This is an optimization exercise on Yosys and OpenROAD, whose aim is a short achievable clock period and few clock cycles, not a production implementation.
Only simulation tests tie the RTL to the original design; equivalence was not proved.
No activity file was given, so power comes from the tool's default toggle rates.

## ack_retry_pending_table
module ack_retry_pending_table (
  input  logic                               clk,
  input  logic                               rst_n,
  input  logic                               in_valid,
  output logic                               in_ready,
  input  logic [artp_pkg::REQ_W-1:0]         in_req_type,
  input  logic [artp_pkg::TIME_W-1:0]        in_now_ms,
  input  logic [artp_pkg::ADDR_W-1:0]        in_dest_addr,
  input  logic [artp_pkg::KIND_W-1:0]        in_packet_kind,
  input  logic [artp_pkg::SEQ_W-1:0]         in_ack_seq,
  input  logic [artp_pkg::ADDR_W-1:0]        in_ack_source,
  output logic                               out_valid,
  input  logic                               out_ready,
  output logic [artp_pkg::EV_W-1:0]          out_event,
  output logic [artp_pkg::SLOT_W-1:0]        out_slot,
  output logic [artp_pkg::SEQ_W-1:0]         out_seq,
  output logic [artp_pkg::ADDR_W-1:0]        out_peer_addr,
  output logic [artp_pkg::KIND_W-1:0]        out_kind,
  output logic [artp_pkg::RETRY_W-1:0]       out_retry_count,
  output logic                               out_ack_needed,
  output logic [artp_pkg::LOST_W-1:0]        out_lost_total,
  output logic                               out_last,
  input  logic                               cfg_we,
  input  logic [artp_pkg::CFG_IDX_W-1:0]     cfg_idx,
  input  logic [artp_pkg::CFG_DATA_W-1:0]    cfg_wdata
);
For scale: about 6,800 cells after synthesis, about 160 I/O pins, about 66,000 sq um of cells after synthesis.
make LEC_CHECK=0 ABC_CLOCK_PERIOD_IN_PS=2000 CAP_MARGIN=20 CORE_MARGIN=2 CORE_UTILIZATION=40 SETUP_SLACK_MARGIN=4.0 SLEW_MARGIN=20 SYNTH_HIERARCHICAL=1 finish   # period 6.5 ns
run.sh (not shown) runs the stock make flow with config.mk's settings and CLKGATE_MAP_FILE= SYNTH_SCRIPT=/design/flow/synth_recipe.tcl, a recipe that flattens the netlist after the stock synthesis.
Testbench counts at the start, summed over its fixed seeds: cycles 5,967.
Rerun with:
--- a/flow/design.v
+++ b/flow/design.v
@@ -442,15 +442,17 @@
   artp_reg #(.W(RES_W)) u_o_res (.clk(clk), .d(o_res_d), .q(o_res));
   artp_reg #(.W(RES_W)) u_s_res (.clk(clk), .d(s_res_d), .q(s_res));
   for (genvar i = 0; i < SLOTS; i++) begin : g_xc
     artp_reg #(.W(6)) u_xc (.clk(clk),
       .d({m_valid_d,     m_add_d,     m_tick_d,     b_valid_d,     b_one_d,     s_valid_d}),
       .q({xc_m_valid[i], xc_m_add[i], xc_m_tick[i], xc_b_valid[i], xc_b_one[i], xc_s_valid[i]}));
   end
-  assign out_valid = o_valid;
+  logic o_valid_o;
+  artp_reg #(.W(1)) u_o_valid_o (.clk(clk), .d(o_valid_d), .q(o_valid_o));
+  assign out_valid = o_valid_o;
   assign out_res   = o_res;
   assign out_last  = o_last;
 endmodule
 module artp_ge32 (
   input  logic [artp_pkg::TIME_W-1:0] a,
   input  logic [artp_pkg::TIME_W-1:0] b,
   output logic                        ge
@@ -536,15 +538,15 @@
   output logic [1:0]                       qc_wrap,
   input  logic                q_pop
 );
   artp_pkg::qent_t q0_r, q1_r, i_ent;
   artp_pkg::req_rec_t i_r;
   logic [TMO_W-1:0] i_lo16;     
   logic i_b16;                  
-  logic i_v, q0_v, q1_v, rdy_r;
+  logic i_v, q0_v, q1_v, rdy_r, rdy_o;
   logic i_mv, q0_v_nxt, q1_v_nxt, i_v_nxt;
   artp_pkg::req_rec_t i_d;
   logic [TMO_W:0] lo16_in, lo16_d;
   logic [TMO_W-1:0] hi16;
   logic hi_b;
   artp_pkg::qent_t q0_d, q1_d;
   logic rdy_d, i_v_d, q0_v_d, q1_v_d;
@@ -591,15 +593,16 @@
   artp_reg #(.W(2*TIME_W+1)) u_qc0 (.clk(clk), .d({q0_d.req.now, q0_d.lo, q0_d.wrap}),
                                    .q({qc_now[0], qc_lo[0], qc_wrap[0]}));
   artp_reg #(.W(2*TIME_W+1)) u_qc1 (.clk(clk), .d({q0_d.req.now, q0_d.lo, q0_d.wrap}),
                                    .q({qc_now[1], qc_lo[1], qc_wrap[1]}));
   artp_reg #(.W(QENT_W)) u_q1_r (.clk(clk), .d(q1_d), .q(q1_r));
   artp_reg #(.W(4)) u_ctl_r (.clk(clk), .d({i_v_d, q0_v_d, q1_v_d, rdy_d}),
                              .q({i_v, q0_v, q1_v, rdy_r}));
-  assign in_ready = rdy_r;
+  artp_reg #(.W(1)) u_rdy_o (.clk(clk), .d(rdy_d), .q(rdy_o));
+  assign in_ready = rdy_o;
   assign q_valid  = q0_v;
   assign q_ent    = q0_r;
   assign q1_valid = q1_v;
   assign q1_ent   = q1_r;
   assign in_ent   = i_ent;
 endmodule
 module artp_sub16 (
- The new run completed without violations
- area after synthesis barely changes
- synthesized cell count barely changes
- sequential cell count went up by 2
- worst setup slack gets better by 75 ps
- total power went up by 1.6%
- maximum frequency went up by 2.8%
- via count barely changes
- wire length hardly moves
Testbench counts after the change, summed over its fixed seeds: cycles 5,967.

[what the ideal ports hide]
In the flow no input, the clock included, has a driving cell. The finished layouts below were timed again as built, in two steps. Step 1: set_driving_cell puts a clkbuf_16 on clk and a buf_2 on each other input, an assumption about the parent block. Step 2 moves the port delays by t, midway between the first and last clock arrival at a register: inputs arrive t later, outputs are due t later. That takes back most of the time a late clock gives input paths. Three values: no drivers, after step 1, after step 2; two values: the first two.
run	t, ns	setup WS [ns]	worst setup path after step 2	worst slew at a driven data input, ns
the first run	0.861	3.739 / 3.661 / 3.155	input to register	0.09
the second run	0.859	3.814 / 3.734 / 3.106	input to register	0.12
After both steps setup and hold are still met in every run listed. For the second run, which loses most, drivers alone change the setup slack by -0.080 ns; drivers and shift together by -0.708 ns.
